Context: an optimization exercise on an open-source flow, tuned for small area, a short achievable clock period and few clock cycles. The choices shown serve that exercise and are no tape-out recipe. Only simulation tests tie the RTL to the original design; equivalence was not proved. No activity file was given, so power comes from the tool's default toggle rates.

--- design/flow/run.sh ---
#!/bin/bash
# synth_recipe.tcl (not shown) runs the flow's synth.tcl, then flattens the netlist and writes it again
# the make line also repeats each setting of config.mk as NAME=value (left out here)
make -C /OpenROAD-flow-scripts/flow DESIGN_CONFIG=/design/flow/config.mk WORK_HOME=/design/flow/orfs CLKGATE_MAP_FILE= SYNTH_SCRIPT=/design/flow/synth_recipe.tcl finish
--- design/flow/config.mk ---
export PLATFORM = sky130hd
export DESIGN_NAME = mips_top
export DESIGN_NICKNAME = mips_top
export VERILOG_FILES = /design/flow/design.v
export SDC_FILE = /design/flow/constraint.sdc
export NUM_CORES = 4
export LEC_CHECK = 0
export CAP_MARGIN = 20
export CORE_MARGIN = 2
export CORE_UTILIZATION = 40
export SLEW_MARGIN = 20
--- design/flow/constraint.sdc ---
create_clock -name core_clock -period 10.0 [get_ports {clk}]
set_input_delay 2.0000 -clock core_clock [delete_from_list [all_inputs] [get_ports {clk}]]
set_output_delay 2.0000 -clock core_clock [all_outputs]
set_load 0.01 [all_outputs]
--- design/flow/design.v ---
`timescale 1ns/1ps
module alu (
	input logic [31:0] a,
	input logic [31:0] b,
	input logic sub,
	input logic selAdd,
	input logic selSlt,
	input logic selSltu,
	input logic selAnd,
	input logic selOr,
	input logic selXor,
	input logic selNor,
	input logic selSll,
	input logic selSrl,
	input logic selSra,
	output logic [31:0] result
);
	logic [31:0] bx;
	logic [31:0] sum;
	logic carry;
	logic ltS;
	logic ltU;
	logic [31:0] shl;
	logic [31:0] shr;
	assign bx = b ^ {32{sub}};
	assign {carry, sum} = {1'b0, a} + {1'b0, bx} + {32'b0, sub};
	assign ltS = (a[31] ^ b[31]) ? a[31] : sum[31];
	assign ltU = ~carry;
	assign shl = a << b[4:0];
	assign shr = $signed({selSra & a[31], a}) >>> b[4:0];
	assign result = ({32{selAdd}} & sum) |
		({32{selAnd}} & (a & b)) |
		({32{selOr}} & (a | b)) |
		({32{selXor}} & (a ^ b)) |
		({32{selNor}} & ~(a | b)) |
		({32{selSll}} & shl) |
		({32{selSrl}} & shr) |
		{31'b0, (selSlt & ltS) | (selSltu & ltU)};
endmodule
`timescale 1ns/1ps
module registerFile (
	input logic CLK,
	input logic [4:0] readA,
	input logic [4:0] readB,
	output logic [31:0] dataA,
	output logic [31:0] dataB,
	input logic writeEn,
	input logic [4:0] writeIdx,
	input logic [31:0] writeData
);
	logic [31:0] regs [32];
	assign regs[0] = '0;
	genvar i;
	generate
		for (i = 1; i < 32; i++) begin : gen_reg
			logic [31:0] q;
			always_ff @(posedge CLK) begin
				if (writeEn && writeIdx == 5'(i)) q <= writeData;
			end
			assign regs[i] = q;
		end
	endgenerate
	assign dataA = regs[readA];
	assign dataB = regs[readB];
endmodule
`timescale 1ns/1ps
module mips_top (
	input logic clk,
	input logic reset,
	output logic mem_valid,
	output logic mem_write,
	output logic [8:0] mem_addr,
	output logic [31:0] mem_wdata,
	input logic mem_done,
	input logic [31:0] mem_rdata
);
	localparam logic [5:0] OpRType = 6'h00;
	localparam logic [5:0] OpBeq = 6'h04;
	localparam logic [5:0] OpBne = 6'h05;
	localparam logic [5:0] OpAddi = 6'h08;
	localparam logic [5:0] OpSlti = 6'h0a;
	localparam logic [5:0] OpAndi = 6'h0c;
	localparam logic [5:0] OpOri = 6'h0d;
	localparam logic [5:0] OpXori = 6'h0e;
	localparam logic [5:0] OpLui = 6'h0f;
	localparam logic [5:0] OpLw = 6'h23;
	localparam logic [5:0] OpSw = 6'h2b;
	logic reqValid;
	logic reqWrite;
	logic reqFetch;
	logic reqLoad;
	logic [8:0] reqAddr;
	logic [6:0] pc;  
	logic [31:0] ir;
	logic irValid;
	logic [31:0] aReg;
	logic [31:0] bReg;
	logic exWe;
	logic [4:0] exRd;
	logic exBranch;
	logic exBne;
	logic exSub;
	logic selAdd, selSlt, selSltu, selAnd, selOr, selXor, selNor, selSll, selSrl, selSra;
	logic [31:0] aluOut;
	assign mem_valid = reqValid;
	assign mem_write = reqWrite;
	assign mem_addr = reqAddr;
	assign mem_wdata = bReg;
	logic [5:0] rdOp;
	logic rdBranch;
	logic rdMem;
	logic fastLw;
	logic fetchDone;
	logic memDone;
	assign rdOp = mem_rdata[31:26];
	assign rdBranch = (rdOp == OpBeq) || (rdOp == OpBne);
	assign rdMem = (rdOp == OpLw) || (rdOp == OpSw);
	assign fastLw = (rdOp == OpLw) && (mem_rdata[25:21] == 5'd0);
	assign fetchDone = reqFetch && mem_done;
	assign memDone = reqValid && !reqFetch && mem_done;
	logic [5:0] op;
	logic [5:0] fn;
	logic [4:0] rs, rt, rd;
	logic [15:0] imm;
	assign op = ir[31:26];
	assign rs = ir[25:21];
	assign rt = ir[20:16];
	assign rd = ir[15:11];
	assign fn = ir[5:0];
	assign imm = ir[15:0];
	logic isR, isAddi, isSlti, isAndi, isOri, isXori, isLui, isBeq, isBne, isLw, isSw;
	assign isR = op == OpRType;
	assign isAddi = op == OpAddi;
	assign isSlti = op == OpSlti;
	assign isAndi = op == OpAndi;
	assign isOri = op == OpOri;
	assign isXori = op == OpXori;
	assign isLui = op == OpLui;
	assign isBeq = op == OpBeq;
	assign isBne = op == OpBne;
	assign isLw = op == OpLw;
	assign isSw = op == OpSw;
	logic fSll, fSrl, fSra, fAdd, fSub, fAnd, fOr, fXor, fNor, fSlt, fSltu;
	assign fSll = isR && fn == 6'h00;
	assign fSrl = isR && fn == 6'h02;
	assign fSra = isR && fn == 6'h03;
	assign fAdd = isR && fn == 6'h20;
	assign fSub = isR && fn == 6'h22;
	assign fAnd = isR && fn == 6'h24;
	assign fOr = isR && fn == 6'h25;
	assign fXor = isR && fn == 6'h26;
	assign fNor = isR && fn == 6'h27;
	assign fSlt = isR && fn == 6'h2a;
	assign fSltu = isR && fn == 6'h2b;
	logic isShift;
	logic isImmOp;
	logic isAlu;
	logic [4:0] dst;
	logic usesRtB;
	assign isShift = fSll || fSrl || fSra;
	assign isImmOp = isAddi || isSlti || isAndi || isOri || isXori || isLui;
	assign isAlu = isR || isImmOp;
	assign dst = isR ? rd : rt;
	assign usesRtB = (isR && !isShift) || isBeq || isBne || isSw;
	logic [31:0] rsVal;
	logic [31:0] rtVal;
	registerFile regs (
		.CLK(clk),
		.readA(rs),
		.readB(rt),
		.dataA(rsVal),
		.dataB(rtVal),
		.writeEn(exWe),
		.writeIdx(exRd),
		.writeData(aluOut)
	);
	logic hitRs;
	logic hitRt;
	assign hitRs = exWe && (rs == exRd);
	assign hitRt = exWe && (rt == exRd);
	logic fwdA;
	logic fwdB;
	logic [31:0] aOther;
	logic [31:0] bOther;
	logic [31:0] aNext;
	logic [31:0] bNext;
	assign fwdA = isShift ? hitRt : (hitRs && !isLui);
	assign fwdB = usesRtB && hitRt;
	always_comb begin
		if (isShift) aOther = rtVal;
		else if (isLui) aOther = '0;
		else aOther = rsVal;
		if (isShift) bOther = {27'b0, ir[10:6]};
		else if (isLui) bOther = {imm, 16'b0};
		else if (isAddi || isSlti) bOther = {{16{imm[15]}}, imm};
		else if (isAndi || isOri || isXori) bOther = {16'b0, imm};
		else bOther = rtVal;
	end
	assign aNext = fwdA ? aluOut : aOther;
	assign bNext = fwdB ? aluOut : bOther;
	logic memNeedsRd;
	logic memHazard;
	logic rdIssue;
	logic rdAlu;
	logic rdBr;
	logic [8:0] ea;
	assign memNeedsRd = isSw || (isLw && rs != 5'd0);
	assign memHazard = hitRs;
	assign rdIssue = irValid && memNeedsRd && !memHazard;
	assign rdAlu = irValid && isAlu;
	assign rdBr = irValid && (isBeq || isBne);
	assign ea = rsVal[8:0] + imm[8:0];
	alu mainAlu (
		.a(aReg),
		.b(bReg),
		.sub(exSub),
		.selAdd(selAdd),
		.selSlt(selSlt),
		.selSltu(selSltu),
		.selAnd(selAnd),
		.selOr(selOr),
		.selXor(selXor),
		.selNor(selNor),
		.selSll(selSll),
		.selSrl(selSrl),
		.selSra(selSra),
		.result(aluOut)
	);
	logic taken;
	logic [6:0] target;
	assign taken = (aReg == bReg) ^ exBne;
	assign target = pc + ir[6:0];
	always_ff @(posedge clk) begin
		if (reqFetch) begin
			ir <= mem_rdata;
			pc <= reqAddr[8:2] + 7'd1;
		end
		if (reqLoad) begin
			aReg <= mem_rdata;
			bReg <= mem_rdata;
		end else if (irValid) begin
			aReg <= aNext;
			bReg <= bNext;
		end
		if (reqLoad) begin
			exRd <= rt;
			exSub <= 1'b0;
			selAdd <= 1'b0;
			selSlt <= 1'b0;
			selSltu <= 1'b0;
			selAnd <= 1'b0;
			selOr <= 1'b1;
			selXor <= 1'b0;
			selNor <= 1'b0;
			selSll <= 1'b0;
			selSrl <= 1'b0;
			selSra <= 1'b0;
		end else if (irValid) begin
			exRd <= dst;
			exSub <= fSub || fSlt || fSltu || isSlti;
			selAdd <= fAdd || fSub || isAddi;
			selSlt <= fSlt || isSlti;
			selSltu <= fSltu;
			selAnd <= fAnd || isAndi;
			selOr <= fOr || isOri || isLui;
			selXor <= fXor || isXori;
			selNor <= fNor;
			selSll <= fSll;
			selSrl <= fSrl || fSra;
			selSra <= fSra;
			exBne <= isBne;
		end
		if (reset) begin
			reqValid <= 1'b1;
			reqWrite <= 1'b0;
			reqFetch <= 1'b1;
			reqLoad <= 1'b0;
			reqAddr <= '0;
			irValid <= 1'b0;
			exWe <= 1'b0;
			exBranch <= 1'b0;
		end else begin
			irValid <= fetchDone || (irValid && memNeedsRd && memHazard);
			exWe <= (rdAlu && dst != 5'd0) || (reqLoad && mem_done && rt != 5'd0);
			exBranch <= rdBr;
			if (fetchDone) begin
				reqValid <= !(rdBranch || rdMem) || fastLw;
				reqFetch <= !(rdBranch || rdMem);
				reqLoad <= fastLw;
				reqWrite <= 1'b0;
				reqAddr <= fastLw ? mem_rdata[8:0] : {reqAddr[8:2] + 7'd1, 2'b00};
			end else if (memDone) begin
				reqValid <= 1'b1;
				reqFetch <= 1'b1;
				reqLoad <= 1'b0;
				reqWrite <= 1'b0;
				reqAddr <= {pc, 2'b00};
			end else if (rdIssue) begin
				reqValid <= 1'b1;
				reqFetch <= 1'b0;
				reqLoad <= isLw;
				reqWrite <= isSw;
				reqAddr <= ea;
			end else if (exBranch) begin
				reqValid <= 1'b1;
				reqFetch <= 1'b1;
				reqLoad <= 1'b0;
				reqWrite <= 1'b0;
				reqAddr <= {taken ? target : pc, 2'b00};
			end
		end
	end
endmodule
==> flow_metrics.tcl, run 1 <==
set metrics [dict create \
    status "finished clean" \
    synth.distinct_cells 95 \
    dr_total_vias 51521 \
    crit_fanout 20 \
    tritoncts_num_sinks 1128 \
    cts.hold.buffers_added 0 \
    fp.coreArea_um2 143000 \
    detail_route.first_pass.iterations 14 \
    seq_area_frac_synth_pct 58.5 \
    cts_setup_buffers 0 \
    worst_setup_hold_path_clk_slew_ns 0.06 \
    pre_cts_slack_ns 4.55 \
    min_delay_worst_endpoint "reqWrite" \
    power_density_nw_per_um2 183 \
    synth_area_per_cell_um2 12.2 \
    grt_start_max_net_pins 68 \
    path_class "flop to flop" \
    worstHoldPathType "flop to flop" \
    post_cts_resize_count 0 \
    setup_tns_ns 0 \
    grt_pass1_wl_mm 404 \
    cp_data_arrival_time_ns 6.22 \
    io_pins 78 \
    detailedPlacementHpwl_mm 177 \
    post_route_cells_drive_above_1_share_pct 12.1 \
    instances_no_fill 6754 \
    synth_top_flop_cell "sky130_fd_sc_hd__edfxtp_1" \
    synthesis.nets 4853 \
    rr_startpoint "ir[21]" \
    vdd_ir_drop_max_v 0.000147 \
    period_needed_ns 5.57 \
    timing_worst_slew_pin_value_ns 1.28 \
    most_common_cell_in_the_synthesized_netlist "sky130_fd_sc_hd__edfxtp_1" \
    dieArea_um2 147000 \
    syn-instance-count 4696 \
    hold_violation_total_from_the_final_report 0 \
    clock_skew_ns 0.0692 \
    route.final.wire_length_mm 302 \
    yosys_warnings 3 \
    htreeDepth 3 \
    post-route-cell-area_um2 64900 \
    startpoint_type "flop" \
    placed_area_um2 61100 \
    post_drt_wl_per_cell_um 44.8 \
    drc_errors 0 \
    grt_pass1_vias 47757 \
    floorplan.die.width_um 383 \
    power.share.switching_pct 28.6 \
    synthesis.area_um2 57500 \
    die_h_um 383 \
    timing.max_slew.rel_slack_pct 14.4 \
    antenna_found_initial 18 \
    syn_to_final_growth_pct 13.0 \
    placer_congestion_estimate 1.02 \
    portion_of_the_clock_cycle_consumed_by_the_worst_path_in_the_final_layout_pct 55.7 \
    setup-violations-final 0 \
    place.port_buffers 77 \
    rsz_0062_raised_after_global_routing "no" \
    r2r.worst_path.cells 15 \
    seqPwrFrac_pct 47.1 \
    maximum_clock_insertion_buffer_count 3 \
    total_power_mw 11.9 \
    cts_made_buffers 116 \
    clock_tree_root_driver_cell "sky130_fd_sc_hd__clkbuf_16" \
    synthArstFlopShare_pct 0 \
    hold_depth 2 \
    p_int_mw 8.50 \
    worst_ep_required_time_ns 10.65 \
    clockPowerShare_pct 37.0 \
    critical_path_end_type "flop" \
    max_cap_violation_count 0 \
    fmax_mhz 180 \
    hold_path.startpoint "reqWrite" \
    design.final.nets 4876 \
    synth_top_cell_area_share_pct 57.5 \
    synth.top_cells.by_count "sky130_fd_sc_hd__edfxtp_1, sky130_fd_sc_hd__a22oi_1, sky130_fd_sc_hd__nand2_1, sky130_fd_sc_hd__nor2_1, sky130_fd_sc_hd__clkbuf_1" \
    critical_path.reg2reg.endpoint "reqAddr[8]" \
    timing.final.max_slew_violations 0 \
    timing.final.ws_setup_ns 4.43 \
    drc_violation_total_after_the_first_tritonroute_iteration 11982 \
    overall_track_demand_over_capacity_in_global_routing_pct 40.1 \
    initial_utilization_pct 40.2 \
    fp-row-count 139 \
    power.switching_mw 3.41 \
    comb_power_share_pct 15.9 \
    reg2reg_slack_ns 4.43 \
    grt.overflow.total 0 \
    vias_per_cell 7.63 \
    edff_count_synth 1101 \
    yosysTopAreaCell "sky130_fd_sc_hd__edfxtp_1" \
    route.antenna.remaining_nets 0 \
    cts_tree "built" \
    worst_skew_pair.late_latency_ns 0.78 \
    leakage_power_nw 22.3 \
    place_inst 6504 \
    postSynthRegisterBits 1128 \
    top_area_cells_in_the_synthesized_netlist "sky130_fd_sc_hd__edfxtp_1, sky130_fd_sc_hd__a22oi_1, sky130_fd_sc_hd__ha_1" \
]
[state kept, by name (all words and copies together), names as in the netlist, 5 cells and up]
name and flops:
exRd 5, regs.gen.q 992, pc 7, aReg 32
ir 32, bReg 32, reqAddr 9
[per-layer routing]
layer,up-vias,track usage [%],routed length (um)
li1,19125,-,-
met1,24943,47.6,99500
met2,5741,57.9,126000
met3,1702,17.2,49200
met4,10,28.8,27900
met5,-,0.0661,93
[critical path: stages, from the launching register on]
cell and delay [ns]:
sky130_fd_sc_hd__edfxtp_1 0.66, sky130_fd_sc_hd__and2_1 0.45, sky130_fd_sc_hd__and2_2 0.43, sky130_fd_sc_hd__buf_4 0.40, sky130_fd_sc_hd__a22oi_1 0.31, sky130_fd_sc_hd__nand3_1 0.10, sky130_fd_sc_hd__or4_1 0.64, sky130_fd_sc_hd__ha_1 0.27
sky130_fd_sc_hd__fa_1 0.43, sky130_fd_sc_hd__a21o_1 0.18, sky130_fd_sc_hd__a21oi_1 0.21, sky130_fd_sc_hd__o21ai_0 0.16, sky130_fd_sc_hd__o41ai_1 0.29, sky130_fd_sc_hd__xnor3_1 0.28, sky130_fd_sc_hd__mux2_2 0.28, sky130_fd_sc_hd__a2111oi_2 0.33
[cells by family (layout without fill, tap and decap cells)]
family / Yosys count / count (layout) / share of synthesized area, %
simple gates: 1265 / 1265 / 11.1
fa+ha+maj: 122 / 122 / 2.69
compound gates: 1469 / 1469 / 19.0
flops: 1128 / 1128 / 58.5
mux: 173 / 173 / 4.26
other cells: 0 / 34 / 0
xor+xnor: 72 / 72 / 1.12
buf+inv: 467 / 588 / 3.45
[power by group through the flow]
stage	clock (mW)	combinational, mW	sequential, mW
after floorplan	0	1.01	5.63
after global placement	0	1.76	5.70
after detailed placement	0	1.77	5.70
after CTS	4.40	1.78	5.60
after global routing	4.58	1.95	5.61
final	4.41	1.89	5.61
[worst max-delay path by stage]
stage | startpoint | endpoint | slack (ns) | depth (start not counted)
CTS | ir[25] | reqAddr[8] | 4.51 | 15
global placement | ir[25] | reqAddr[8] | 4.57 | 15
finish | ir[21] | reqAddr[8] | 4.43 | 15
global route | ir[25] | reqAddr[8] | 4.19 | 15
detailed placement | ir[25] | reqAddr[8] | 4.55 | 15
floorplan | bReg[2] | aReg[15] | 5.37 | 14
[layout make-up]
type                            count  area (um2)
Clock inverter                     75         761
Multi-Input combinational cell   3101       22600
Antenna cell                       34        85.1
Tap cell                         1903        2380
Sequential cell                  1128       33600
Fill cell                       12888       78200
Inverter                          122         458
Timing Repair Buffer              250        2070
Clock buffer                      141        3020
[metrics by stage]
step | utilization (%) | hold WS, ns
floorplan | - | 0.499
finish | 45.4 | 0.541
global route | 45.3 | 0.562
detailed placement | 42.7 | 0.521
global placement | 42.7 | 0.527
CTS | 45.3 | 0.538
[cells in the final DEF, fill, tap and decap left out, types with 78 or more instances in the layout]
cell,instances
sky130_fd_sc_hd__nand3_1,144
sky130_fd_sc_hd__nand4_1,86
sky130_fd_sc_hd__clkbuf_16,117
sky130_fd_sc_hd__a21oi_1,115
sky130_fd_sc_hd__ha_1,119
sky130_fd_sc_hd__nor2_1,184
sky130_fd_sc_hd__mux2i_1,78
sky130_fd_sc_hd__edfxtp_1,1101
sky130_fd_sc_hd__buf_4,173
sky130_fd_sc_hd__o21ai_0,97
sky130_fd_sc_hd__inv_1,119
sky130_fd_sc_hd__a22oi_1,802
sky130_fd_sc_hd__nand2_1,342
sky130_fd_sc_hd__and3_1,145
Testbench counts, summed over its fixed seeds: cycles 35,542.
==> inputs of run 2 (changes only) <==
--- a/design/flow/config.mk
+++ b/design/flow/config.mk
@@ -7,5 +7,7 @@
 export LEC_CHECK = 0
+export ABC_CLOCK_PERIOD_IN_PS = 3000
 export CAP_MARGIN = 20
 export CORE_MARGIN = 2
-export CORE_UTILIZATION = 40
+export CORE_UTILIZATION = 55
+export SETUP_SLACK_MARGIN = 5
 export SLEW_MARGIN = 20
==> run 2 against run 1 <==
Compared with the run above:
- sequential power barely moved
- sequential share of layout area rose by 0.21 points
- combinational power barely moved
- via count rose by 1.8%
- critical path type unchanged
- largest power group unchanged
==> flow_metrics.tcl, run 2 <==
set metrics [dict create \
    yosys_warnings 3 \
    startpoint_type "flop" \
    crit_fanout 20 \
    period_needed_ns 4.99 \
    synthesis.nets 4853 \
    placer_congestion_estimate 1.06 \
    worst_skew_pair.late_latency_ns 0.76 \
    critical-path-slowest-cell "sky130_fd_sc_hd__nor2_4" \
    io_pins 78 \
    fp-row-count 118 \
    cts_made_buffers 112 \
    path_class "flop to flop" \
    post_drt_wl_per_cell_um 45.6 \
    crit_path_cell_trace "buf_6, or2b_4, buf_4, nor2_4, buf_6, a22oi_1, nand3_1, or4_1, ha_1, a21o_1, a21oi_2, o21ai_0, o41ai_2, xnor3_1, mux2_2, a2111oi_2" \
    die_h_um 327 \
    postSynthRegisterBits 1128 \
    timing_worst_slew_pin_value_ns 1.39 \
    final.hold.worst_slack_ns 0.482 \
    place.port_buffers 77 \
    seqPwrFrac_pct 47.5 \
    yosysTopAreaCell "sky130_fd_sc_hd__edfxtp_1" \
    detailedPlacementHpwl_mm 172 \
    power.share.switching_pct 28.6 \
    hold_depth 2 \
    clock_tree_root_driver_cell "sky130_fd_sc_hd__clkbuf_16" \
    synth_top_cell_area_share_pct 57.5 \
    seq_area_frac_synth_pct 58.5 \
    antenna_found_initial 17 \
    multi_input_area_um2 22700 \
    synth.top_cells.by_count "sky130_fd_sc_hd__edfxtp_1, sky130_fd_sc_hd__a22oi_1, sky130_fd_sc_hd__nand2_1, sky130_fd_sc_hd__nor2_1, sky130_fd_sc_hd__clkbuf_1" \
    worst_setup_hold_path_clk_slew_ns 0.07 \
    top_library_cells_by_usage_in_the_layout_fill_and_taps_aside "sky130_fd_sc_hd__edfxtp_1, sky130_fd_sc_hd__a22oi_1, sky130_fd_sc_hd__nand2_1" \
    r2r.worst_path.cells 16 \
    dr_total_vias 52437 \
    power.switching_mw 3.37 \
    synth_top_flop_cell "sky130_fd_sc_hd__edfxtp_1" \
    htreeDepth 3 \
    maximum_clock_insertion_buffer_count 3 \
    synthesis.area_um2 57500 \
    setup-violations-final 0 \
    timing.final.max_slew_violations 0 \
    fmax_mhz 200 \
    synthArstFlopShare_pct 0 \
    grt_start_max_net_pins 69 \
    worst_ep_required_time_ns 10.56 \
    synth_area_per_cell_um2 12.2 \
    pre_cts_slack_ns 4.49 \
    syn_to_final_growth_pct 12.5 \
    floorplan.die.width_um 327 \
    drc_violation_total_after_the_first_tritonroute_iteration 13642 \
    tritoncts_num_sinks 1128 \
    nFillCells 8080 \
    edff_count_synth 1101 \
    leakage_power_nw 22.4 \
    worst-path-buf-inv 3 \
    vdd_ir_drop_max_v 0.000202 \
    power_density_nw_per_um2 182 \
    final_core_utilization_pct 62.4 \
    initial_utilization_pct 55.5 \
    worstHoldPathType "flop to flop" \
    portion_of_the_clock_cycle_consumed_by_the_worst_path_in_the_final_layout_pct 49.9 \
    clock_skew_ns 0.114 \
    comb_power_share_pct 16.0 \
    rsz_0062_raised_after_global_routing "yes" \
    top_area_cells_in_the_synthesized_netlist "sky130_fd_sc_hd__edfxtp_1, sky130_fd_sc_hd__a22oi_1, sky130_fd_sc_hd__ha_1" \
    grt_pass1_vias 47094 \
    synth.distinct_cells 95 \
    clockPowerShare_pct 36.4 \
    max_cap_violation_count 0 \
    fp.coreArea_um2 104000 \
    cts_tree "built" \
    cts.hold.buffers_added 0 \
    drc_errors 0 \
    path_depth 16 \
    worst_path_most_repeated_cell "sky130_fd_sc_hd__buf_6" \
    setup_tns_ns 0 \
    vias_per_cell 8.40 \
    grt_pass1_wl_mm 382 \
    syn-instance-count 4696 \
    detail_route.first_pass.iterations 17 \
    grt.overflow.total 0 \
    post_route_cells_drive_above_1_share_pct 13.2 \
    dieArea_um2 107000 \
    layout.cells.most_common "sky130_fd_sc_hd__edfxtp_1" \
    cp_slowest_stage_delay_ns 0.57 \
    largest-register "regs.gen.q" \
    cp_top_family "compound AO/OA/AOI/OAI gates" \
    overall_track_demand_over_capacity_in_global_routing_pct 51.8 \
    timing.max_slew.rel_slack_pct 7.66 \
    critical_path_end_type "flop" \
    design.final.nets 4911 \
    status "finished clean" \
    largest_reg_flops 992 \
    route.final.wire_length_mm 285 \
    timing.final.ws_setup_ns 5.01 \
    ff_latch_area_um2 33600 \
    cp_data_arrival_time_ns 5.55 \
    hold_violation_total_from_the_final_report 0 \
    p_int_mw 8.41 \
    most_common_cell_in_the_synthesized_netlist "sky130_fd_sc_hd__edfxtp_1" \
    route.antenna.remaining_nets 0 \
]
[run 2: what timing repair did]
item | CTS | global route
setup buffers | 16 | 30
gates resized for setup | 10 | 46
pin swaps | 1 | 8
setup endpoints to repair | 6 | 190
cloned | 0 | 2
[run 2: worst paths after layout]
kind         startpoint    endpoint  slack, ns
max              ir[21]  reqAddr[8]       5.01
min              selAdd      selAdd       0.48
max reg2reg      ir[21]  reqAddr[8]       5.01
min reg2reg      selAdd      selAdd       0.48
[run 2: per-layer routing]
layer,up-vias,share of wire [%],GRT usage [%]
met5,-,0.10,1.15
met4,18,9.8,34.2
met3,1957,19,26.1
met2,6503,39,69.9
met1,24792,32,65.1
li1,19167,-,-
[run 2: area by class of cell]
cell class / instances / area share, %
multi-input cells: 3101 / 35.1
repair buffers: 287 / 3.76
repair inverters: 2 / 0.0193
diodes: 19 / 0.0735
clock inverters: 73 / 1.20
well taps: 1380 / 2.67
inverters: 122 / 0.720
clock buffers: 134 / 4.52
flip-flops and latches: 1128 / 52.0
[run 2: worst reg2reg max path: cells and delay by family, from the launching register on]
family | cells | cell delay (ns)
and+or+nand+nor | 4 | 1.18
muxes | 1 | 0.28
DFF | 1 | 0.53
buffers and inverters | 3 | 0.88
adders and majority gates | 1 | 0.29
AOI/OAI and AO/OA | 6 | 1.38
xor gates and xnor gates | 1 | 0.27
[run 2: power groups by stage]
stage | Clock (mW) | Sequential, mW | Combinational [mW]
floorplan | 0 | 5.63 | 1.01
global placement | 0 | 5.69 | 1.71
detailed placement | 0 | 5.69 | 1.72
CTS | 4.25 | 5.59 | 1.73
global route | 4.43 | 5.59 | 1.94
finish | 4.29 | 5.60 | 1.89
[run 2: logic make-up after synthesis]
group | after synthesis | share of synthesized area [%]
mux | 173 | 4.26
flops | 1128 | 58.5
xor+xnor | 72 | 1.12
simple gates | 1265 | 11.1
fa+ha+maj | 122 | 2.69
buf+inv | 467 | 3.45
compound gates | 1469 | 19.0
[run 2: per-stage QoR]
| stage | power [mW] | std cells | instance area (um2) |
|---|---|---|---|
| floorplan | 6.64 | 4696 | 57500 |
| global placement | 7.40 | 5971 | 60300 |
| detailed placement | 7.41 | 5972 | 60300 |
| CTS | 11.6 | 6195 | 64200 |
| global route | 12.0 | 6229 | 64600 |
| finish | 11.8 | 6246 | 64700 |
==> inputs of run 3 (changes only) <==
--- a/design/flow/design.v
+++ b/design/flow/design.v
@@ -17,3 +17,2 @@
 );
-	logic [31:0] bx;
 	logic [31:0] sum;
@@ -24,5 +23,4 @@
 	logic [31:0] shr;
-	assign bx = b ^ {32{sub}};
-	assign {carry, sum} = {1'b0, a} + {1'b0, bx} + {32'b0, sub};
-	assign ltS = (a[31] ^ b[31]) ? a[31] : sum[31];
+	assign {carry, sum} = {1'b0, a} + {1'b0, b} + {32'b0, sub};
+	assign ltS = (a[31] ^ ~b[31]) ? a[31] : sum[31];
 	assign ltU = ~carry;
@@ -42,4 +40,4 @@
 	input logic CLK,
-	input logic [4:0] readA,
-	input logic [4:0] readB,
+	input logic [31:1] selA,
+	input logic [31:1] selB,
 	output logic [31:0] dataA,
@@ -51,3 +49,2 @@
 	logic [31:0] regs [32];
-	assign regs[0] = '0;
 	genvar i;
@@ -62,4 +59,10 @@
 	endgenerate
-	assign dataA = regs[readA];
-	assign dataB = regs[readB];
+	always_comb begin
+		dataA = '0;
+		dataB = '0;
+		for (int k = 1; k < 32; k++) begin
+			dataA = dataA | ({32{selA[k]}} & regs[k]);
+			dataB = dataB | ({32{selB[k]}} & regs[k]);
+		end
+	end
 endmodule
@@ -164,2 +167,4 @@
 	assign usesRtB = (isR && !isShift) || isBeq || isBne || isSw;
+	logic [31:1] rsSel;
+	logic [31:1] rtSel;
 	logic [31:0] rsVal;
@@ -168,4 +173,4 @@
 		.CLK(clk),
-		.readA(rs),
-		.readB(rt),
+		.selA(rsSel),
+		.selB(rtSel),
 		.dataA(rsVal),
@@ -184,2 +189,4 @@
 	logic [31:0] bOther;
+	logic [31:0] bPlain;
+	logic bInv;
 	logic [31:0] aNext;
@@ -192,10 +199,12 @@
 		else aOther = rsVal;
-		if (isShift) bOther = {27'b0, ir[10:6]};
-		else if (isLui) bOther = {imm, 16'b0};
-		else if (isAddi || isSlti) bOther = {{16{imm[15]}}, imm};
-		else if (isAndi || isOri || isXori) bOther = {16'b0, imm};
-		else bOther = rtVal;
+		if (isShift) bPlain = {27'b0, ir[10:6]};
+		else if (isLui) bPlain = {imm, 16'b0};
+		else if (isAddi || isSlti) bPlain = {{16{imm[15]}}, imm};
+		else if (isAndi || isOri || isXori) bPlain = {16'b0, imm};
+		else bPlain = rtVal;
 	end
+	assign bInv = fSub || fSlt || fSltu || isSlti;
+	assign bOther = bPlain ^ {32{bInv}};
 	assign aNext = fwdA ? aluOut : aOther;
-	assign bNext = fwdB ? aluOut : bOther;
+	assign bNext = fwdB ? (aluOut ^ {32{bInv}}) : bOther;
 	logic memNeedsRd;
@@ -205,2 +214,3 @@
 	logic rdBr;
+	logic rdBrNow;
 	logic [8:0] ea;
@@ -210,3 +220,4 @@
 	assign rdAlu = irValid && isAlu;
-	assign rdBr = irValid && (isBeq || isBne);
+	assign rdBr = irValid && (isBeq || isBne) && (hitRs || hitRt);
+	assign rdBrNow = irValid && (isBeq || isBne) && !(hitRs || hitRt);
 	assign ea = rsVal[8:0] + imm[8:0];
@@ -230,4 +241,49 @@
 	logic [6:0] target;
+	logic [6:0] targetP1;
+	logic [6:0] pcP1;
+	logic [7:0] targetSum;
 	assign taken = (aReg == bReg) ^ exBne;
 	assign target = pc + ir[6:0];
+	assign targetSum = {pc, 1'b1} + {ir[6:0], 1'b1};
+	assign targetP1 = targetSum[7:1];
+	assign pcP1 = pc + 7'd1;
+	logic takenNow;
+	assign takenNow = (rsVal == rtVal) ^ isBne;
+	logic issueFetch;
+	assign issueFetch = rdBrNow || exBranch;
+	logic aFwd;
+	logic bFwd;
+	assign aFwd = !reqLoad && irValid && fwdA;
+	assign bFwd = !reqLoad && irValid && fwdB;
+	logic [8:0] addrRest;
+	logic [6:0] pcRest;
+	logic takeSel;
+	logic eaSel;
+	logic [8:0] reqAddrNext;
+	logic [6:0] pcNext;
+	always_comb begin
+		addrRest = reqAddr;
+		pcRest = pc;
+		if (reqValid) begin
+			if (mem_done) begin
+				if (reqFetch) begin
+					addrRest = fastLw ? mem_rdata[8:0] : {pc, 2'b00};
+					if (!(rdBranch || rdMem)) pcRest = pcP1;
+				end else begin
+					addrRest = {pc, 2'b00};
+					pcRest = pcP1;
+				end
+			end
+		end else if (rdBrNow) begin
+			addrRest = {pc, 2'b00};
+			pcRest = pcP1;
+		end else if (exBranch) begin
+			addrRest = {taken ? target : pc, 2'b00};
+			pcRest = taken ? targetP1 : pcP1;
+		end
+	end
+	assign takeSel = !reqValid && rdBrNow && takenNow;
+	assign eaSel = !reqValid && rdIssue;
+	assign reqAddrNext = takeSel ? {target, 2'b00} : (eaSel ? ea : addrRest);
+	assign pcNext = takeSel ? targetP1 : pcRest;
 	always_ff @(posedge clk) begin
@@ -235,11 +291,13 @@
 			ir <= mem_rdata;
-			pc <= reqAddr[8:2] + 7'd1;
-		end
-		if (reqLoad) begin
-			aReg <= mem_rdata;
-			bReg <= mem_rdata;
-		end else if (irValid) begin
-			aReg <= aNext;
-			bReg <= bNext;
+			for (int k = 1; k < 32; k++) begin
+				rsSel[k] <= mem_rdata[25:21] == 5'(k);
+				rtSel[k] <= mem_rdata[20:16] == 5'(k);
+			end
 		end
+		if (aFwd) aReg <= aluOut;
+		else if (reqLoad) aReg <= mem_rdata;
+		else if (irValid) aReg <= aOther;
+		if (bFwd) bReg <= aluOut ^ {32{bInv}};
+		else if (reqLoad) bReg <= mem_rdata;
+		else if (irValid) bReg <= bOther;
 		if (reqLoad) begin
@@ -259,3 +317,3 @@
 			exRd <= dst;
-			exSub <= fSub || fSlt || fSltu || isSlti;
+			exSub <= bInv;
 			selAdd <= fAdd || fSub || isAddi;
@@ -278,2 +336,3 @@
 			reqAddr <= '0;
+			pc <= 7'd1;
 			irValid <= 1'b0;
@@ -285,26 +344,21 @@
 			exBranch <= rdBr;
-			if (fetchDone) begin
-				reqValid <= !(rdBranch || rdMem) || fastLw;
-				reqFetch <= !(rdBranch || rdMem);
-				reqLoad <= fastLw;
-				reqWrite <= 1'b0;
-				reqAddr <= fastLw ? mem_rdata[8:0] : {reqAddr[8:2] + 7'd1, 2'b00};
-			end else if (memDone) begin
-				reqValid <= 1'b1;
-				reqFetch <= 1'b1;
-				reqLoad <= 1'b0;
-				reqWrite <= 1'b0;
-				reqAddr <= {pc, 2'b00};
-			end else if (rdIssue) begin
-				reqValid <= 1'b1;
-				reqFetch <= 1'b0;
-				reqLoad <= isLw;
-				reqWrite <= isSw;
-				reqAddr <= ea;
-			end else if (exBranch) begin
-				reqValid <= 1'b1;
-				reqFetch <= 1'b1;
-				reqLoad <= 1'b0;
-				reqWrite <= 1'b0;
-				reqAddr <= {taken ? target : pc, 2'b00};
+			reqAddr <= reqAddrNext;
+			pc <= pcNext;
+			if (reqValid) begin
+				if (mem_done) begin
+					if (reqFetch) begin
+						reqValid <= !(rdBranch || rdMem) || fastLw;
+						reqFetch <= !(rdBranch || rdMem);
+						reqLoad <= fastLw;
+					end else begin
+						reqFetch <= 1'b1;
+						reqLoad <= 1'b0;
+					end
+					reqWrite <= 1'b0;
+				end
+			end else begin
+				reqValid <= rdIssue || issueFetch;
+				reqFetch <= issueFetch;
+				reqLoad <= rdIssue && isLw;
+				reqWrite <= rdIssue && isSw;
 			end
==> design/flow/flow/run.sh (new file) <==
#!/bin/bash
set -euo pipefail
bash standard.sh SETUP_SLACK_MARGIN=5.5 > flow_make.log 2>&1
==> design/flow/standard.sh (new file) <==
#!/bin/bash
# synth_recipe.tcl (not shown) runs the flow's synth.tcl, then flattens the netlist and writes it again
# the make line also repeats each setting of config.mk as NAME=value (left out here)
make -C /OpenROAD-flow-scripts/flow DESIGN_CONFIG=/design/flow/config.mk WORK_HOME=/design/flow/orfs CLKGATE_MAP_FILE= SYNTH_SCRIPT=/design/flow/synth_recipe.tcl "${@:-finish}"
--- a/design/flow/config.mk
+++ b/design/flow/config.mk
@@ -7,3 +7,2 @@
 export LEC_CHECK = 0
-export ABC_CLOCK_PERIOD_IN_PS = 3000
 export CAP_MARGIN = 20
@@ -11,3 +10,2 @@
 export CORE_UTILIZATION = 55
-export SETUP_SLACK_MARGIN = 5
 export SLEW_MARGIN = 20
removed: design/flow/run.sh
==> run 3 against run 2 <==
Compared with the run above:
- largest power group unchanged
- critical endpoint is now pc[4]
- combinational power increased by 34%
- critical path depth decreased by 4
- flip-flop and latch count grew 62
- sequential share of layout area up 0.88 points
- power rose by 11%
- via count decreased by 1.2%
- global-route usage barely moved
- clock power up 8.4%
- register-to-register slack gained 0.40 ns
- first-iteration DRC count fell by 2.2%
- fmax increased by 8.6%
- non-clock buffer count up 59
==> flow_metrics.tcl, run 3 <==
set metrics [dict create \
    status "finished clean" \
    htreeDepth 3 \
    detailedPlacementHpwl_mm 163 \
    post_drt_wl_per_cell_um 46.1 \
    top_signal_layer_used "met5" \
    final_core_utilization_pct 63.5 \
    maximum_clock_insertion_buffer_count 3 \
    synthArstFlopShare_pct 0 \
    floorplan.die.width_um 331 \
    initial_utilization_pct 55.5 \
    grt_pass1_wl_mm 386 \
    yosysTopAreaCell "sky130_fd_sc_hd__edfxtp_1" \
    fp.coreArea_um2 106000 \
    placer_congestion_estimate 1.00 \
    grt_pass1_vias 46885 \
    wl_met1_mm 89.7 \
    cts_made_buffers 117 \
    power.switching_mw 3.92 \
    detail_route.first_pass.iterations 11 \
    grt_start_max_net_pins 82 \
    design.final.nets 4882 \
    worst_ep_required_time_ns 10.67 \
    synth.distinct_cells 77 \
    power_density_nw_per_um2 195 \
    most_common_cell_in_the_synthesized_netlist "sky130_fd_sc_hd__edfxtp_1" \
    portion_of_the_clock_cycle_consumed_by_the_worst_path_in_the_final_layout_pct 45.9 \
    synth_top_flop_cell "sky130_fd_sc_hd__edfxtp_1" \
    critical_path_end_type "flop" \
    timing.final.max_slew_violations 0 \
    wl_met3_mm 53.2 \
    synth.top_cells.by_count "sky130_fd_sc_hd__edfxtp_1, sky130_fd_sc_hd__a22oi_1, sky130_fd_sc_hd__nor2_1, sky130_fd_sc_hd__clkbuf_1, sky130_fd_sc_hd__nand2_1" \
    place.port_buffers 77 \
    cp_data_arrival_time_ns 5.26 \
    edff_count_synth 1156 \
    drc_violation_total_after_the_first_tritonroute_iteration 13344 \
    clock_skew_ns 0.0552 \
    post_route_cells_drive_above_1_share_pct 14.9 \
    rsz_0062_raised_after_global_routing "yes" \
    worstHoldPathType "flop to flop" \
    postSynthRegisterBits 1190 \
    comb_power_share_pct 19.4 \
    route.final.wire_length_mm 288 \
    crit_fanout 27 \
    dr_total_vias 51794 \
    synth_top_cell_area_share_pct 59.2 \
    grt.overflow.total 0 \
    syn_to_final_growth_pct 14.3 \
    dieArea_um2 109000 \
    antenna_found_initial 2 \
    setup-violations-final 0 \
    worst_skew_pair.late_latency_ns 0.77 \
    leakage_power_nw 22.3 \
    hold_violation_total_from_the_final_report 0 \
    power.share.switching_pct 29.9 \
    period_needed_ns 4.59 \
    synthesis.nets 4780 \
    cts_tree "built" \
    p_int_mw 9.17 \
    vias_per_cell 8.29 \
    clock_tree_root_driver_cell "sky130_fd_sc_hd__clkbuf_16" \
    overall_track_demand_over_capacity_in_global_routing_pct 51.8 \
    syn-instance-count 4658 \
    total_power_mw 13.1 \
    timing_worst_slew_pin_value_ns 1.16 \
    largest_reg_flops 992 \
    worst_setup_hold_path_clk_slew_ns 0.06 \
    cts.hold.buffers_added 0 \
    reg2reg_slack_ns 5.41 \
    die_h_um 331 \
    seqPwrFrac_pct 45.1 \
    timing.max_slew.rel_slack_pct 21.8 \
    yosys_warnings 3 \
    max_cap_violation_count 0 \
    startpoint_type "flop" \
    synthesis.area_um2 58600 \
    path_class "flop to flop" \
    top_area_cells_in_the_synthesized_netlist "sky130_fd_sc_hd__edfxtp_1, sky130_fd_sc_hd__a22oi_1, sky130_fd_sc_hd__a221oi_1" \
    vdd_ir_drop_max_v 0.000196 \
    nFillCells 8076 \
    clockPowerShare_pct 35.5 \
    layout.cells.most_common "sky130_fd_sc_hd__edfxtp_1" \
    drc_errors 0 \
    route.antenna.remaining_nets 0 \
    met2_wirelength_mm 116 \
    tritoncts_num_sinks 1190 \
    io_pins 78 \
    top_library_cells_by_usage_in_the_layout_fill_and_taps_aside "sky130_fd_sc_hd__edfxtp_1, sky130_fd_sc_hd__a22oi_1, sky130_fd_sc_hd__nor2_1" \
    setup_tns_ns 0 \
    fp-row-count 119 \
    fmax_mhz 218 \
    largest-register "regs.gen.q" \
    synth_area_per_cell_um2 12.6 \
    seq_area_frac_synth_pct 60.4 \
]
-- run 3: metrics by stage --
stage / instance area [um2] / worst slack, ns / cells / hold WS [ns]
floorplan: 58700 / 5.48 / 4658 / 0.462
global placement: 61400 / 4.07 / 5950 / 0.457
detailed placement: 61400 / 4.06 / 5950 / 0.471
CTS: 66200 / 5.50 / 6209 / 0.481
global route: 67000 / 5.38 / 6247 / 0.506
finish: 67000 / 5.41 / 6249 / 0.475
-- run 3: cell families after synthesis --
group           after synthesis  synth area share (%)
compound gates             1523                  19.4
flops                      1190                  60.4
simple gates               1090                  9.15
buf+inv                     486                  3.53
mux                         146                  3.58
xor+xnor                    136                  2.03
fa+ha+maj                    87                  1.93
-- run 3: power by group through the flow --
stage / clock [mW] / sequential [mW] / combinational [mW]
CTS: 4.60 / 5.90 / 2.28
global placement: 0 / 6.03 / 2.16
global route: 4.80 / 5.90 / 2.55
floorplan: 0 / 5.98 / 1.22
finish: 4.65 / 5.90 / 2.53
detailed placement: 0 / 6.03 / 2.16
-- run 3: worst max-delay path: stages (launching register included) --
cell	delay, ns
sky130_fd_sc_hd__edfxtp_1	0.63
sky130_fd_sc_hd__buf_6	0.39
sky130_fd_sc_hd__a221oi_1	0.37
sky130_fd_sc_hd__nand3_1	0.12
sky130_fd_sc_hd__or4_4	0.67
sky130_fd_sc_hd__xor2_1	0.21
sky130_fd_sc_hd__nor4_4	0.45
sky130_fd_sc_hd__nand4_1	0.15
sky130_fd_sc_hd__buf_4	0.21
sky130_fd_sc_hd__o311a_4	0.40
sky130_fd_sc_hd__or3_4	0.47
sky130_fd_sc_hd__nor4_1	0.29
sky130_fd_sc_hd__or3_1	0.16
-- run 3: routing by layer --
layer | track usage, % | up-vias
met5 | 1.87 | -
met4 | 38.7 | 10
met3 | 23.7 | 1857
met2 | 72.0 | 6137
met1 | 63.0 | 24649
li1 | - | 19141
-- run 3: repair_timing --
item | 4_1_cts | 5_1_grt
cloned | 4 | 4
pin swaps | 13 | 28
setup endpoints to repair | 507 | 243
buffers inserted | 40 | 34
gates resized for setup | 107 | 125
-- run 3: layout make-up --
| class | count | area (um2) | share of cell area (%) |
|---|---|---|---|
| Clock inverter | 74 | 805 | 1.20 |
| Timing Repair inverter | 4 | 30.0 | 0.0448 |
| Clock buffer | 141 | 3150 | 4.71 |
| Inverter | 119 | 480 | 0.717 |
| Antenna cell | 2 | 5.00 | 0.00747 |
| Multi-Input combinational cell | 2982 | 22100 | 33.0 |
| Sequential cell | 1190 | 35400 | 52.8 |
| Timing Repair Buffer | 346 | 3250 | 4.86 |
| Tap cell | 1391 | 1740 | 2.60 |
-- run 3: path summary, 6_finish.rpt --
check / from / end / depth (start not counted)
hold / removal: reqAddr[4] / reqAddr[4] / 2
setup reg to reg: rsSel[20] / pc[4] / 12
hold reg to reg: reqAddr[4] / reqAddr[4] / 2
setup / recovery: rsSel[20] / pc[4] / 12
Testbench counts of run 3, summed over its fixed seeds: cycles 34,469.
==> inputs of run 4 (changes only) <==
--- a/design/flow/design.v
+++ b/design/flow/design.v
@@ -6,4 +6,4 @@
 	input logic selAdd,
-	input logic selSlt,
-	input logic selSltu,
+	input logic selLt,
+	input logic lt,
 	input logic selAnd,
@@ -18,10 +18,7 @@
 	logic [31:0] sum;
-	logic carry;
-	logic ltS;
-	logic ltU;
 	logic [31:0] shl;
 	logic [31:0] shr;
-	assign {carry, sum} = {1'b0, a} + {1'b0, b} + {32'b0, sub};
-	assign ltS = (a[31] ^ ~b[31]) ? a[31] : sum[31];
-	assign ltU = ~carry;
+	logic [32:0] sumC;
+	assign sumC = {a, 1'b1} + {b, sub};
+	assign sum = sumC[32:1];
 	assign shl = a << b[4:0];
@@ -35,3 +32,3 @@
 		({32{selSrl}} & shr) |
-		{31'b0, (selSlt & ltS) | (selSltu & ltU)};
+		{31'b0, selLt & lt};
 endmodule
@@ -40,4 +37,4 @@
 	input logic CLK,
-	input logic [31:1] selA,
-	input logic [31:1] selB,
+	input logic [4:0] readA,
+	input logic [4:0] readB,
 	output logic [31:0] dataA,
@@ -49,2 +46,3 @@
 	logic [31:0] regs [32];
+	assign regs[0] = '0;
 	genvar i;
@@ -59,10 +57,4 @@
 	endgenerate
-	always_comb begin
-		dataA = '0;
-		dataB = '0;
-		for (int k = 1; k < 32; k++) begin
-			dataA = dataA | ({32{selA[k]}} & regs[k]);
-			dataB = dataB | ({32{selB[k]}} & regs[k]);
-		end
-	end
+	assign dataA = regs[readA];
+	assign dataB = regs[readB];
 endmodule
@@ -98,2 +90,4 @@
 	logic irValid;
+	logic irIssued;  
+	logic irOwed;  
 	logic [31:0] aReg;
@@ -105,3 +99,4 @@
 	logic exSub;
-	logic selAdd, selSlt, selSltu, selAnd, selOr, selXor, selNor, selSll, selSrl, selSra;
+	logic selAdd, selLt, selAnd, selOr, selXor, selNor, selSll, selSrl, selSra;
+	logic ltPre;  
 	logic [31:0] aluOut;
@@ -121,3 +116,13 @@
 	assign fastLw = (rdOp == OpLw) && (mem_rdata[25:21] == 5'd0);
+	logic rdIdle;
+	logic fastSw;
+	assign rdIdle = reqFetch && !irValid;
+	assign fastSw = (rdOp == OpSw) && (mem_rdata[25:21] == 5'd0) && rdIdle;
 	assign fetchDone = reqFetch && mem_done;
+	logic rdSltType;
+	logic rdSltHaz;
+	assign rdSltType = (rdOp == OpRType && (mem_rdata[5:0] == 6'h2a || mem_rdata[5:0] == 6'h2b)) ||
+		rdOp == OpSlti;
+	assign rdSltHaz = rdSltType && rdAlu && dst != 5'd0 && (mem_rdata[25:21] == dst ||
+		(rdOp == OpRType && mem_rdata[20:16] == dst));
 	assign memDone = reqValid && !reqFetch && mem_done;
@@ -167,12 +172,24 @@
 	assign usesRtB = (isR && !isShift) || isBeq || isBne || isSw;
-	logic [31:1] rsSel;
-	logic [31:1] rtSel;
+	logic [31:0] portA;
+	logic [31:0] portB;
+	logic [31:0] rsV;
+	logic [31:0] rtV;
+	logic [31:0] rsVNext;
+	logic [31:0] rtVNext;
 	logic [31:0] rsVal;
 	logic [31:0] rtVal;
+	logic hitInS;
+	logic hitInT;
+	assign hitInS = exWe && (mem_rdata[25:21] == exRd);
+	assign hitInT = exWe && (mem_rdata[20:16] == exRd);
+	assign rsVNext = hitInS ? aluOut : portA;
+	assign rtVNext = hitInT ? aluOut : portB;
+	assign rsVal = rsV;
+	assign rtVal = rtV;
 	registerFile regs (
 		.CLK(clk),
-		.selA(rsSel),
-		.selB(rtSel),
-		.dataA(rsVal),
-		.dataB(rtVal),
+		.readA(mem_rdata[25:21]),
+		.readB(mem_rdata[20:16]),
+		.dataA(portA),
+		.dataB(portB),
 		.writeEn(exWe),
@@ -205,3 +222,3 @@
 	end
-	assign bInv = fSub || fSlt || fSltu || isSlti;
+	assign bInv = fSub;
 	assign bOther = bPlain ^ {32{bInv}};
@@ -213,2 +230,10 @@
 	logic rdAlu;
+	logic isSltType;
+	logic sltWait;
+	logic [31:0] ltB;
+	logic ltNow;
+	assign isSltType = fSlt || fSltu || isSlti;
+	assign sltWait = isSltType && (hitRs || (isR && hitRt));
+	assign ltB = isSlti ? {{16{imm[15]}}, imm} : rtVal;
+	assign ltNow = fSltu ? (rsVal < ltB) : ($signed(rsVal) < $signed(ltB));
 	logic rdBr;
@@ -216,6 +241,6 @@
 	logic [8:0] ea;
-	assign memNeedsRd = isSw || (isLw && rs != 5'd0);
+	assign memNeedsRd = (isSw || isLw) && !irIssued;
 	assign memHazard = hitRs;
 	assign rdIssue = irValid && memNeedsRd && !memHazard;
-	assign rdAlu = irValid && isAlu;
+	assign rdAlu = irValid && isAlu && !sltWait;
 	assign rdBr = irValid && (isBeq || isBne) && (hitRs || hitRt);
@@ -228,4 +253,4 @@
 		.selAdd(selAdd),
-		.selSlt(selSlt),
-		.selSltu(selSltu),
+		.selLt(selLt),
+		.lt(ltPre),
 		.selAnd(selAnd),
@@ -241,10 +266,4 @@
 	logic [6:0] target;
-	logic [6:0] targetP1;
-	logic [6:0] pcP1;
-	logic [7:0] targetSum;
 	assign taken = (aReg == bReg) ^ exBne;
 	assign target = pc + ir[6:0];
-	assign targetSum = {pc, 1'b1} + {ir[6:0], 1'b1};
-	assign targetP1 = targetSum[7:1];
-	assign pcP1 = pc + 7'd1;
 	logic takenNow;
@@ -252,3 +271,5 @@
 	logic issueFetch;
-	assign issueFetch = rdBrNow || exBranch;
+	logic rdOwed;
+	assign rdOwed = irValid && irOwed;
+	assign issueFetch = rdBrNow || exBranch || rdOwed;
 	logic aFwd;
@@ -258,3 +279,2 @@
 	logic [8:0] addrRest;
-	logic [6:0] pcRest;
 	logic takeSel;
@@ -262,6 +282,4 @@
 	logic [8:0] reqAddrNext;
-	logic [6:0] pcNext;
 	always_comb begin
 		addrRest = reqAddr;
-		pcRest = pc;
 		if (reqValid) begin
@@ -269,7 +287,5 @@
 				if (reqFetch) begin
-					addrRest = fastLw ? mem_rdata[8:0] : {pc, 2'b00};
-					if (!(rdBranch || rdMem)) pcRest = pcP1;
+					addrRest = (fastLw || fastSw) ? mem_rdata[8:0] : {reqAddr[8:2] + 7'd1, 2'b00};
 				end else begin
 					addrRest = {pc, 2'b00};
-					pcRest = pcP1;
 				end
@@ -278,6 +294,6 @@
 			addrRest = {pc, 2'b00};
-			pcRest = pcP1;
+		end else if (rdOwed) begin
+			addrRest = {pc, 2'b00};
 		end else if (exBranch) begin
 			addrRest = {taken ? target : pc, 2'b00};
-			pcRest = taken ? targetP1 : pcP1;
 		end
@@ -287,3 +303,2 @@
 	assign reqAddrNext = takeSel ? {target, 2'b00} : (eaSel ? ea : addrRest);
-	assign pcNext = takeSel ? targetP1 : pcRest;
 	always_ff @(posedge clk) begin
@@ -291,7 +306,9 @@
 			ir <= mem_rdata;
-			for (int k = 1; k < 32; k++) begin
-				rsSel[k] <= mem_rdata[25:21] == 5'(k);
-				rtSel[k] <= mem_rdata[20:16] == 5'(k);
-			end
+			irIssued <= fastLw || fastSw;
+			irOwed <= rdSltHaz;
+			pc <= reqAddr[8:2] + 7'd1;
 		end
+		if (reqFetch || hitRs) rsV <= (!reqFetch || hitInS) ? aluOut : portA;
+		if (reqFetch || hitRt) rtV <= (!reqFetch || hitInT) ? aluOut : portB;
+		ltPre <= ltNow;
 		if (aFwd) aReg <= aluOut;
@@ -301,3 +318,4 @@
 		else if (reqLoad) bReg <= mem_rdata;
-		else if (irValid) bReg <= bOther;
+		else if (fetchDone && fastSw) bReg <= rtVNext;
+		else if (irValid && !irIssued) bReg <= bOther;
 		if (reqLoad) begin
@@ -306,4 +324,3 @@
 			selAdd <= 1'b0;
-			selSlt <= 1'b0;
-			selSltu <= 1'b0;
+			selLt <= 1'b0;
 			selAnd <= 1'b0;
@@ -319,4 +336,3 @@
 			selAdd <= fAdd || fSub || isAddi;
-			selSlt <= fSlt || isSlti;
-			selSltu <= fSltu;
+			selLt <= isSltType;
 			selAnd <= fAnd || isAndi;
@@ -336,3 +352,2 @@
 			reqAddr <= '0;
-			pc <= 7'd1;
 			irValid <= 1'b0;
@@ -341,3 +356,3 @@
 		end else begin
-			irValid <= fetchDone || (irValid && memNeedsRd && memHazard);
+			irValid <= fetchDone || (irValid && memNeedsRd && memHazard) || (irValid && sltWait);
 			exWe <= (rdAlu && dst != 5'd0) || (reqLoad && mem_done && rt != 5'd0);
@@ -345,3 +360,2 @@
 			reqAddr <= reqAddrNext;
-			pc <= pcNext;
 			if (reqValid) begin
@@ -349,5 +363,6 @@
 					if (reqFetch) begin
-						reqValid <= !(rdBranch || rdMem) || fastLw;
-						reqFetch <= !(rdBranch || rdMem);
+						reqValid <= !(rdBranch || rdMem || rdSltHaz) || fastLw || fastSw;
+						reqFetch <= !(rdBranch || rdMem || rdSltHaz);
 						reqLoad <= fastLw;
+						reqWrite <= fastSw;
 					end else begin
@@ -355,4 +370,4 @@
 						reqLoad <= 1'b0;
+						reqWrite <= 1'b0;
 					end
-					reqWrite <= 1'b0;
 				end
==> design/flow/flow/run.sh (replaced) <==
#!/bin/bash
set -euo pipefail
bash standard.sh SETUP_SLACK_MARGIN=5.8 "BUFFER_PORTS_ARGS=-buffer_cell sky130_fd_sc_hd__buf_4" > flow_make.log 2>&1
--- a/design/flow/config.mk
+++ b/design/flow/config.mk
@@ -10,2 +10,4 @@
 export CORE_UTILIZATION = 55
+export CTS_CLUSTER_DIAMETER = 80
+export CTS_CLUSTER_SIZE = 30
 export SLEW_MARGIN = 20
==> run 4 against run 3 <==
Compared with the run above:
- die area is 4.4% higher
- sequential share of layout area hardly changed
- clock power is about 40% lower
- clock skew is 0.014 ns higher
- via count is 6.1% higher
- synthesized area is 4.4% higher
- critical path depth is 2 lower
- flip-flop and latch count is 4 higher
- largest cell class unchanged
- wire length is 4.6% higher
- largest power group unchanged
- worst setup slack better by 0.22 ns
==> flow_metrics.tcl, run 4 <==
set metrics [dict create \
    synthesis.area_um2 61200 \
    vdd_ir_drop_max_v 0.000216 \
    clock_skew_ns 0.0689 \
    nFillCells 9019 \
    cp_top_family "buffers and inverters" \
    r2r.worst_path.cells 12 \
    timing.final.max_slew_violations 0 \
    critical_path.reg2reg.endpoint "rsV[30]" \
    edff_count_synth 1167 \
    worst_setup_hold_path_clk_slew_ns 0.12 \
    io_pins 78 \
    synthesis.nets 5250 \
    detail_route.first_pass.iterations 11 \
    post-route-cell-area_um2 67400 \
    cp_slowest_stage_delay_ns 0.62 \
    most_common_cell_in_the_synthesized_netlist "sky130_fd_sc_hd__edfxtp_1" \
    layout.cells.most_common "sky130_fd_sc_hd__edfxtp_1" \
    leakage_power_nw 22.8 \
    critical-path-slowest-cell "sky130_fd_sc_hd__buf_4" \
    maximum_clock_insertion_buffer_count 3 \
    post_drt_wl_per_cell_um 45.5 \
    top_library_cells_by_usage_in_the_layout_fill_and_taps_aside "sky130_fd_sc_hd__edfxtp_1, sky130_fd_sc_hd__a22oi_1, sky130_fd_sc_hd__nand2_1" \
    grt_start_max_net_pins 84 \
    cts_tree "built" \
    yosys_warnings 3 \
    floorplan.die.width_um 338 \
    cts.hold.buffers_added 0 \
    timing.max_slew.rel_slack_pct 15.1 \
    overall_track_demand_over_capacity_in_global_routing_pct 51.5 \
    rr_startpoint "bReg[17]" \
    max_cap_violation_count 0 \
    grt_pass1_wl_mm 403 \
    status "finished clean" \
    grt.overflow.total 0 \
    synth_top_cell_area_share_pct 57.2 \
    yosysTopAreaCell "sky130_fd_sc_hd__edfxtp_1" \
    path_class "primary input to flop" \
    ff_latch_area_um2 35600 \
    placer_congestion_estimate 1.03 \
    post_route_cells_drive_above_1_share_pct 14.2 \
    largest-register "regs.gen.q" \
    grt_pass1_vias 49880 \
    worst_ep_required_time_ns 10.45 \
    clock_tree_root_driver_cell "sky130_fd_sc_hd__clkbuf_16" \
    worst_path_most_repeated_cell "sky130_fd_sc_hd__buf_4" \
    rsz_0062_raised_after_global_routing "yes" \
    reg2reg_slack_ns 5.84 \
    crit_path_cell_trace "buf_4, nor2_1, nand2_1, nor2_4, buf_4, buf_4, a22oi_1, nand4_1, nor3_1, a21oi_1" \
    total_power_mw 12.0 \
    setup-violations-final 0 \
    fp-row-count 122 \
    top_area_cells_in_the_synthesized_netlist "sky130_fd_sc_hd__edfxtp_1, sky130_fd_sc_hd__a22oi_1, sky130_fd_sc_hd__nand2_1" \
    syn-instance-count 5101 \
    pre_cts_slack_ns 4.44 \
    multi_input_area_um2 24900 \
    syn_to_final_growth_pct 10.0 \
    synth_area_per_cell_um2 12.0 \
    hold_violation_total_from_the_final_report 0 \
    detailedPlacementHpwl_mm 168 \
    route.antenna.remaining_nets 0 \
    dr_total_vias 54930 \
    min_delay_worst_endpoint "selLt" \
    startpoint_type "primary input" \
    die_h_um 338 \
    worst_skew_pair.late_latency_ns 0.77 \
    synthArstFlopShare_pct 0 \
    worstHoldPathType "flop to flop" \
    hold_path.startpoint "selLt" \
    vias_per_cell 8.29 \
    crit_fanout 17 \
    synth.distinct_cells 84 \
    hold_depth 2 \
    seq_area_frac_synth_pct 58.1 \
    timing_worst_slew_pin_value_ns 1.26 \
    crit_path_start "mem_rdata[22]" \
    largest_reg_flops 992 \
    fmax_mhz 229 \
    worst-path-buf-inv 3 \
    route.final.wire_length_mm 302 \
    design.final.nets 5251 \
    period_needed_ns 4.37 \
    portion_of_the_clock_cycle_consumed_by_the_worst_path_in_the_final_layout_pct 43.7 \
    placed_area_um2 64200 \
    final_core_utilization_pct 60.9 \
    fp.coreArea_um2 111000 \
    place.port_buffers 77 \
    timing.final.ws_setup_ns 5.63 \
    antenna_found_initial 11 \
    power_density_nw_per_um2 178 \
    cts_made_buffers 52 \
    postSynthRegisterBits 1194 \
    htreeDepth 2 \
    tritoncts_num_sinks 1194 \
    initial_utilization_pct 55.4 \
    critical_path_end_type "flop" \
    dieArea_um2 114000 \
    cp_data_arrival_time_ns 4.82 \
    drc_violation_total_after_the_first_tritonroute_iteration 13286 \
    setup_tns_ns 0 \
    drc_errors 0 \
    synth.top_cells.by_count "sky130_fd_sc_hd__edfxtp_1, sky130_fd_sc_hd__a22oi_1, sky130_fd_sc_hd__nand2_1, sky130_fd_sc_hd__nor2_1, sky130_fd_sc_hd__clkbuf_1" \
    synth_top_flop_cell "sky130_fd_sc_hd__edfxtp_1" \
]
==> run 4: per-layer routing <==
metal	vias up	GRT usage (%)	wire length, um
met5	-	1.28	269
met2	6375	72.0	120000
met1	26042	61.7	94200
met4	16	40.4	33400
met3	1995	23.2	53500
li1	20502	-	-
==> run 4: layout make-up <==
cell class | count | share of cell area (%)
clock buffers | 56 | 1.99
repair inverters | 7 | 0.0743
repair buffers | 338 | 4.19
diodes | 9 | 0.0334
clock inverters | 23 | 0.526
inverters | 101 | 0.635
well taps | 1488 | 2.76
flip-flops and latches | 1194 | 52.8
multi-input cells | 3408 | 37.0
==> run 4: worst register-to-register path, cell delays in order (launching register included) <==
cell and delay (ns):
sky130_fd_sc_hd__edfxtp_1 0.65, sky130_fd_sc_hd__inv_1 0.10, sky130_fd_sc_hd__ha_1 0.63, sky130_fd_sc_hd__nand3_1 0.25
sky130_fd_sc_hd__nor2_1 0.33, sky130_fd_sc_hd__o211ai_1 0.19, sky130_fd_sc_hd__a211oi_2 0.34, sky130_fd_sc_hd__o21ai_1 0.22
sky130_fd_sc_hd__xnor2_1 0.17, sky130_fd_sc_hd__a221o_1 0.42, sky130_fd_sc_hd__buf_6 0.21, sky130_fd_sc_hd__nor2_1 0.21
sky130_fd_sc_hd__a21oi_2 0.12
==> run 4: worst max-delay path by stage <==
stage | end | slack, ns | cells past startpoint
CTS | bReg[7] | 5.81 | 10
detailed placement | bReg[4] | 4.44 | 10
finish | rsV[25] | 5.63 | 10
global route | rsV[16] | 5.72 | 9
global placement | bReg[4] | 4.41 | 10
floorplan | bReg[26] | 5.59 | 17
==> run 4: per-stage QoR <==
step	cells	hold slack (ns)
final	6624	0.516
after global routing	6616	0.537
after CTS	6560	0.520
after detailed placement	6433	0.502
after global placement	6433	0.497
after floorplan	5101	0.463
==> run 4: cells by family (layout without fill, tap and decap cells) <==
logic type / count (synthesis) / count (layout) / share of synthesized area (%)
muxes: 223 / 223 / 4.64
DFF: 1194 / 1194 / 58.1
and+or+nand+nor: 1253 / 1255 / 9.69
other: 0 / 9 / 0
xor gates and xnor gates: 138 / 138 / 1.97
buffers and inverters: 503 / 525 / 3.24
adders and majority gates: 114 / 114 / 2.37
AOI/OAI and AO/OA: 1676 / 1678 / 20.0
==> run 4: repair_timing <==
action                                  4_1_cts  5_1_grt
endpoints found under the setup margin      800      350
hold endpoints to repair                      0        0
pin swaps                                    17       13
cloned                                        7        6
buffers inserted                             41       49
gates resized for setup                      72       85
==> run 4: where the power goes <==
part | internal, mW | total, mW | switching, mW
Combinational | 0.903 | 2.92 | 2.02
Sequential | 6.02 | 6.26 | 0.248
Clock | 1.08 | 2.78 | 1.70
Total | 8.00 | 12.0 | 3.97
Testbench counts of run 4, summed over its fixed seeds: cycles 31,802.

[separate check: timing with driven ports]
In the flow no input, the clock included, has a driving cell. The finished layouts below were timed again as built, in two steps.
Step 1: set_driving_cell puts a clkbuf_16 on clk and a buf_2 on each other input, an assumption about the parent block.
Step 2 adds t to the input delays and takes it off the output delays; t is the mean of the earliest and latest rising clock arrival at the registers after step 1. Input paths then give back, and output paths get back, about the clock's delay inside the block.
Three values: ideal, step 1, step 2; two values: the first two.
run | t (ns) | slack for setup (ns) | pins driven straight from the clock port
run 1 | 0.822 | 4.430 / 4.430 / 4.430 | 1
run 2 | 0.791 | 5.011 / 5.011 / 5.011 | 1
run 3 | 0.814 | 5.407 / 5.373 / 4.951 | 1
run 4 | 0.803 | 5.630 / 5.678 / 4.875 | 1
After both steps every run listed still meets setup and hold. For run 4, which loses most, drivers alone change the setup slack by +0.048 ns; drivers and shift together by -0.755 ns.
